Context: an optimization exercise on an open-source flow, tuned for small area, a short achievable clock period and few clock cycles per item. The choices shown serve that exercise and are no tape-out recipe.
Only the layout flow was run in this run; the RTL was not checked for function there.
No activity file was given, so power comes from the tool's default toggle rates.

[flow/run.sh]
#!/bin/bash
# synth_recipe.tcl (not shown) runs the flow's synth.tcl, then flattens the netlist and writes it again
# the make line also repeats each setting of config.mk as NAME=value (left out here)
make -C /OpenROAD-flow-scripts/flow DESIGN_CONFIG=/design/flow/config.mk WORK_HOME=/design/flow/orfs CLKGATE_MAP_FILE= SYNTH_SCRIPT=/design/flow/synth_recipe.tcl finish
[flow/config.mk]
export PLATFORM = sky130hd
export DESIGN_NAME = haptic_pattern_sequencer
export DESIGN_NICKNAME = haptic_pattern_sequencer
export VERILOG_FILES = /design/flow/design.v
export SDC_FILE = /design/flow/constraint.sdc
export NUM_CORES = 4
export LEC_CHECK = 0
export CAP_MARGIN = 20
export CORE_MARGIN = 2
export CORE_UTILIZATION = 40
export SLEW_MARGIN = 20
[flow/constraint.sdc]
create_clock -name core_clock -period 9.5 [get_ports {clk_i}]
set_input_delay 1.9000 -clock core_clock [delete_from_list [all_inputs] [get_ports {clk_i}]]
set_output_delay 1.9000 -clock core_clock [all_outputs]
set_load 0.01 [all_outputs]
[flow/design.v]
package hps_pkg;
  localparam int unsigned MAX_DISTANCE = 2560;
  localparam logic [7:0] PULSE_LEVEL = 8'd210;
  localparam logic [8:0] T_ON1_END   = 9'd45;
  localparam logic [8:0] T_OFF1_END  = 9'd165;
  localparam logic [8:0] T_ON2_END   = 9'd210;
  localparam logic [8:0] T_OFF2_END  = 9'd470;
  localparam logic [14:0] RESET_THRESHOLD = 15'd13;
  localparam logic [15:0] RESET_COOLDOWN  = 16'd500;
  localparam logic FUNC_TICK   = 1'b0;
  localparam logic FUNC_PACKET = 1'b1;
endpackage
module hps_cfg_regs (
  input  logic        clk_i,
  input  logic        rst_ni,
  input  logic        cfg_valid_i,
  output logic        cfg_ready_o,
  input  logic        cfg_index_i,
  input  logic [15:0] cfg_data_i,
  output logic [14:0] thr_o,
  output logic [15:0] cool_o
);
  assign cfg_ready_o = 1'b1;
  always_ff @(posedge clk_i or negedge rst_ni) begin
    if (!rst_ni) begin
      thr_o  <= hps_pkg::RESET_THRESHOLD;
      cool_o <= hps_pkg::RESET_COOLDOWN;
    end else if (cfg_valid_i) begin
      if (cfg_index_i) cool_o <= cfg_data_i;
      else             thr_o  <= cfg_data_i[14:0];
    end
  end
endmodule
module hps_step (
  input  logic [14:0] thr_i,
  input  logic [15:0] distance_i,
  output logic        neg_o,      
  output logic        near_o,     
  output logic [7:0]  guide_o     
);
  logic [14:0] mag;
  logic [11:0] sat;
  logic [16:0] prod;
  assign mag    = distance_i[14:0];
  assign neg_o  = distance_i[15];
  assign near_o = !distance_i[15] && (mag <= thr_i);
  assign sat    = (mag >= 15'(hps_pkg::MAX_DISTANCE)) ? 12'd0 : 12'(hps_pkg::MAX_DISTANCE) - mag[11:0];
  assign prod   = 17'(sat) * 17'd51;
  assign guide_o = distance_i[15] ? 8'd0 : prod[16:9];
endmodule
module haptic_pattern_sequencer (
  input  logic               clk_i,
  input  logic               rst_ni,
  input  logic               cfg_valid_i,
  output logic               cfg_ready_o,
  input  logic [0:0]         cfg_index_i,
  input  logic [15:0]        cfg_data_i,
  input  logic               in_valid_i,
  output logic               in_stall_o,
  input  logic               func_i,
  input  logic signed [15:0] distance_i,
  output logic               out_valid_o,
  input  logic               out_stall_i,
  output logic [7:0]         motor_level_o,
  output logic               level_written_o,
  output logic               pattern_active_o,
  output logic               pattern_started_o
);
  logic [14:0] thr;
  logic [15:0] cool;
  hps_cfg_regs u_cfg (
    .clk_i       (clk_i),
    .rst_ni      (rst_ni),
    .cfg_valid_i (cfg_valid_i),
    .cfg_ready_o (cfg_ready_o),
    .cfg_index_i (cfg_index_i[0]),
    .cfg_data_i  (cfg_data_i),
    .thr_o       (thr),
    .cool_o      (cool)
  );
  logic sk_v, ir_v, p_v, out_v;
  logic adv, accept, fire;
  assign adv        = !out_v || !out_stall_i;
  assign in_stall_o = sk_v;
  assign accept     = in_valid_i && !sk_v;
  assign fire       = adv && p_v;
  always_ff @(posedge clk_i or negedge rst_ni) begin
    if (!rst_ni) begin
      sk_v  <= 1'b0;
      ir_v  <= 1'b0;
      p_v   <= 1'b0;
      out_v <= 1'b0;
    end else begin
      sk_v <= !adv && (sk_v || accept);
      if (adv) begin
        ir_v  <= sk_v || accept;
        p_v   <= ir_v;
        out_v <= p_v;
      end
    end
  end
  logic        sk_func, ir_func;
  logic [15:0] sk_dist, ir_dist;
  always_ff @(posedge clk_i) begin
    if (!sk_v) begin
      sk_func <= func_i;
      sk_dist <= distance_i;
    end
    if (adv) begin
      ir_func <= sk_v ? sk_func : func_i;
      ir_dist <= sk_v ? sk_dist : distance_i;
    end
  end
  logic       d_neg, d_near;
  logic [7:0] d_guide;
  logic       p_func, p_near;
  logic [7:0] p_guide;
  hps_step u_step (
    .thr_i      (thr),
    .distance_i (ir_dist),
    .neg_o      (d_neg),
    .near_o     (d_near),
    .guide_o    (d_guide)
  );
  always_ff @(posedge clk_i) begin
    if (adv) begin
      p_func  <= ir_func;
      p_near  <= d_near;
      p_guide <= d_guide;
    end
  end
  logic [16:0] since_q, since_inc;
  logic        gt_q, ge, gt;
  logic        active_q;
  logic [7:0]  level_q;
  logic        written_q, started_q;
  logic        tick, trans, start;
  logic [8:0]  t;
  assign tick      = (p_func == hps_pkg::FUNC_TICK);
  assign t         = since_q[8:0];
  assign since_inc = since_q[16] ? since_q : since_q + 17'd1;
  assign ge        = (since_q >= {1'b0, cool});
  assign gt        = (since_q >  {1'b0, cool});
  assign trans = tick && active_q &&
                 (t == hps_pkg::T_ON1_END - 9'd1 || t == hps_pkg::T_OFF1_END - 9'd1 ||
                  t == hps_pkg::T_ON2_END - 9'd1 || t == hps_pkg::T_OFF2_END - 9'd1);
  assign start = !tick && p_near && !active_q && gt_q;
  always_ff @(posedge clk_i or negedge rst_ni) begin
    if (!rst_ni) begin
      since_q  <= '0;
      gt_q     <= 1'b0;
      active_q <= 1'b0;
      level_q  <= '0;
    end else begin
      if (fire && tick)       gt_q <= ge;
      else if (fire && start) gt_q <= 1'b0;
      else                    gt_q <= gt;
      if (fire) begin
        if (tick) begin
          since_q <= since_inc;
          if (trans) begin
            level_q  <= (t == hps_pkg::T_OFF1_END - 9'd1) ? hps_pkg::PULSE_LEVEL : 8'd0;
            active_q <= (t != hps_pkg::T_OFF2_END - 9'd1);
          end
        end else if (!active_q) begin
          if (start) begin
            since_q  <= '0;
            active_q <= 1'b1;
            level_q  <= hps_pkg::PULSE_LEVEL;
          end else begin
            level_q  <= p_guide;
          end
        end
      end
    end
  end
  always_ff @(posedge clk_i) begin
    if (fire) begin
      written_q <= tick ? trans : !active_q;
      started_q <= start;
    end
  end
  assign out_valid_o       = out_v;
  assign motor_level_o     = level_q;
  assign level_written_o   = written_q;
  assign pattern_active_o  = active_q;
  assign pattern_started_o = started_q;
endmodule
==> PnR_summary.wiki <==
{| class="wikitable"
! Metric !! Value
|-
| Inserted Clock Buffers || 9
|-
| Final net count || 825
|-
| Setup Crit Path Kind || register to register
|-
| Most frequent cells after synthesis || 79 x sky130_fd_sc_hd__inv_1, 68 x sky130_fd_sc_hd__ha_1, 53 x sky130_fd_sc_hd__dfrtp_1
|-
| Area growth from synthesis to layout || 16.3%
|-
| Number of antenna violations at the first check in global routing || 0
|-
| Cell area after technology mapping || 6650 um^2
|-
| Nature of the critical path endpoint || register
|-
| Data arrival at the endpoint of the critical path || 5.67 ns
|-
| Die footprint || 17700 um^2
|-
| Count of buffers added by post-CTS timing repair for setup || 0
|-
| Final Max Tran Viols || 0
|-
| Startpoint kind of the worst setup timing path || register
|-
| GR Overflow Total || 0
|-
| Clock latency of the later-clocked register in the worst-skew pair || 0.36 ns
|-
| Proportion of synthesized flip-flops having asynchronous set or reset || 0.574
|-
| Final Hold Violating Endpoints || 0
|-
| Hold-fix buffer count after cts || 0
|-
| Global placement routability congestion || 0.909
|-
| Final total negative setup slack || 0 ns
|-
| Static Leakage || 3.49 nW
|-
| CTS H-Tree Depth || 3
|-
| Worst Setup Slack post-DPL || 3.98 ns
|-
| Antenna violation net count after detailed routing || 0
|-
| Vertical extent of the die || 133 um
|-
| Mean Syn Cell Area || 10.1 um^2
|-
| Vias per cell || 5.25
|-
| Floorplan die width || 133 um
|-
| Most frequent cell after synthesis || sky130_fd_sc_hd__inv_1
|-
| Number of buffers between clock root and the deepest sink || 2
|-
| Unrepaired setup endpoints after global routing || false
|-
| Via count of the routed design || 4887
|-
| TritonCTS clock tree || done
|-
| Final setup slack of the worst path || 3.94 ns
|-
| Area after detailed placement || 7390 um^2
|-
| Overall routed net length || 14000 um
|-
| Final antenna diode count || 0
|-
| Core utilization of the finished layout || 0.471
|-
| Detailed router's first-iteration violation count || 326
|-
| Layout cell share with drive strength beyond 1 || 0.107
|-
| Fraction of the yosys area taken by sequential cells || 0.417
|-
| Max-Cap Viols || 0
|-
| Setup violators final || 0
|-
| Post-Route Hold Slack || 0.425 ns
|-
| Largest area contributor in the netlist || sky130_fd_sc_hd__dfrtp_1
|-
| Data required time at the worst endpoint || 9.61 ns
|-
| Estimated wirelength of the detail-placed design || 10900 um
|-
| Number of global-route vias before repair || 4869
|-
| Hold Path Class || register to register
|-
| DRC violation count after routing || 0
|-
| Clock tree root buffer cell || sky130_fd_sc_hd__clkbuf_16
|-
| Post-synth top area share || 0.199
|-
| CTS clk-pin slew, worst paths || 0.08 ns
|-
| Tightest Pin Transition || 1.02 ns
|-
| Count of unique library cells instantiated by Yosys || 61
|-
| Core footprint || 16400 um^2
|-
| Pwr/cell area || 191 nW/um^2
|-
| Status || no timing/DRC/antenna violations
|-
| Mapped Cells || 656
|-
| Post-synthesis register bit count || 108
|-
| WL/cell || 15.0 um
|-
| Pin count of the biggest net entering global routing || 63
|-
| Initial Utilization || 0.405
|-
| Clock tree sinks || 108
|-
| Number of warning messages in the yosys log || 2
|-
| Period utilisation layout || 0.585
|-
| Maximum resistive drop on vdd || 0.116 mV
|-
| Standard-cell rows || 47
|-
| PortBufs || 51
|-
| Net count after synthesis || 776
|-
| IO Count || 53
|-
| Number of synthesized flops with an enable pin || 29
|-
| Post-route cell area || 7730 um^2
|-
| Detailed Routing Iterations Pass 1 || 5
|-
| Number of gates resized after CTS || 0
|-
| Shortest clock period the worst path allows after layout || 5.56 ns
|-
| Clock tree skew after final layout || 0.0105 ns
|-
| Critical-path maximum fanout || 6
|-
| Worst max-slew margin expressed relative to the limit || 0.311
|-
| Global router's overall resource usage || 0.168
|-
| Maximum operating frequency || 180 MHz
|-
| First-pass GRT wire length || 23700 um
|-
| Cells taking the most area after synthesis || sky130_fd_sc_hd__dfrtp_1 20%, sky130_fd_sc_hd__edfxtp_1 13%, sky130_fd_sc_hd__ha_1 13%
|-
| Most frequently used flop master after synthesis || sky130_fd_sc_hd__dfrtp_1
|}
==> kinds of logic after synthesis <==
kind of cell,count (synthesis),share of synthesized area
mux,42,0.0700
buf+inv,96,0.0548
flops,108,0.417
fa+ha+maj,81,0.167
other cells,1,0.000564
compound gates,128,0.126
simple gates,181,0.139
xor+xnor,19,0.0250
==> per-layer routing <==
layer  track usage  vias to the layer above  part of all wire
met5             0                        -                 0
met4        0.0573                        0             0.020
met3        0.0326                       24             0.044
met2         0.280                      136              0.47
met1         0.220                     2312              0.47
li1              -                     2415                 -
==> worst paths after layout <==
path                             from               to  depth (start not counted)  slack [ns]
max                        ir_dist[3]       p_guide[5]                         16        3.94
min                           ir_func           p_func                          0        0.43
max reg2reg                ir_dist[3]       p_guide[5]                         16        3.94
min reg2reg                   ir_func           p_func                          0        0.43
max in group asynchronous      rst_ni       level_q[4]                          2        7.26
min in group asynchronous      rst_ni  u_cfg.thr_o[14]                          2        1.68
==> flip-flops by register name (all words and copies together), names as in the netlist, 8 cells and up <==
name	flops
ir_dist	16
level_q	8
p_guide	8
since_q	17
sk_dist	16
u_cfg.cool_o	16
u_cfg.thr_o	15
==> critical path, stage by stage, from the launching register on <==
cell                       delay [ns]
sky130_fd_sc_hd__edfxtp_1        0.45
sky130_fd_sc_hd__or4_4           0.60
sky130_fd_sc_hd__or3_4           0.36
sky130_fd_sc_hd__or4_4           0.45
sky130_fd_sc_hd__xor2_1          0.15
sky130_fd_sc_hd__nor2_1          0.08
sky130_fd_sc_hd__ha_1            0.32
sky130_fd_sc_hd__inv_1           0.06
sky130_fd_sc_hd__fa_1            0.49
sky130_fd_sc_hd__fa_1            0.51
sky130_fd_sc_hd__inv_1           0.04
sky130_fd_sc_hd__ha_1            0.34
sky130_fd_sc_hd__a21o_1          0.22
sky130_fd_sc_hd__a31oi_1         0.22
sky130_fd_sc_hd__a21boi_0        0.26
sky130_fd_sc_hd__a221oi_1        0.37
sky130_fd_sc_hd__mux2_2          0.38
==> cell usage in the layout, fill, tap and decap left out, types with 14 or more instances in the layout <==
cell / synthesis / routed
sky130_fd_sc_hd__inv_1: 79 / 79
sky130_fd_sc_hd__ha_1: 68 / 68
sky130_fd_sc_hd__dfrtp_1: 53 / 53
sky130_fd_sc_hd__clkdlybuf4s50_1: 0 / 50
sky130_fd_sc_hd__nand2_1: 49 / 49
sky130_fd_sc_hd__o21ai_0: 40 / 40
sky130_fd_sc_hd__nor2_1: 36 / 36
sky130_fd_sc_hd__mux2_2: 36 / 36
sky130_fd_sc_hd__edfxtp_1: 29 / 29
sky130_fd_sc_hd__a21oi_1: 27 / 27
sky130_fd_sc_hd__nand3_1: 18 / 18
sky130_fd_sc_hd__dfxtp_1: 17 / 17
sky130_fd_sc_hd__nor3_1: 14 / 14
==> final cells by class <==
class	count	area, um^2
Sequential cell	108	2770
Tap cell	220	275
Multi-Input combinational cell	452	3510
Clock inverter	7	116
Fill cell	1494	8680
Timing Repair Buffer	54	528
Inverter	80	300
Clock buffer	9	225
==> metrics by stage <==
stage          std cells  power [mW]
4_1_cts              930        1.49
3_5_place_dp         914        1.06
3_3_place_gp         914        1.04
2_1_floorplan        656       0.911
5_1_grt              930        1.57
6_report             930        1.48
==> report_power, final <==
group	leakage (nW)	total (mW)	switching (mW)	internal, mW
registers	1.18	0.657	0.0844	0.573
clock network	0.167	0.425	0.187	0.239
logic	2.15	0.395	0.205	0.190

separate check: timing with driven ports:
No port has a modelled driver above. Below, the same layout with a new extraction and two added sets of constraints. Step 1 sets driving cells, clkbuf_16 on the clock port and buf_2 on the other inputs (assumed; they add their load-dependent delay and slew). Step 2, shift: input delay + t, output delay - t, t = (earliest + latest rising clock arrival at the registers) / 2. This alone moves slack from input paths to output paths. Slacks: ideal ports / drivers / drivers and shift; pairs: ideal ports / drivers.
t (ns): 0.395
setup WS [ns]: 3.942 / 3.942 / 3.942
slew at the worst register clock pin (ns): 0.08 / 0.08
cell pins on the clock port's net: 1
After both steps setup and hold are still met in this run. The setup slack of this run moves by 0.000 ns with the drivers and by 0.000 ns with both steps.
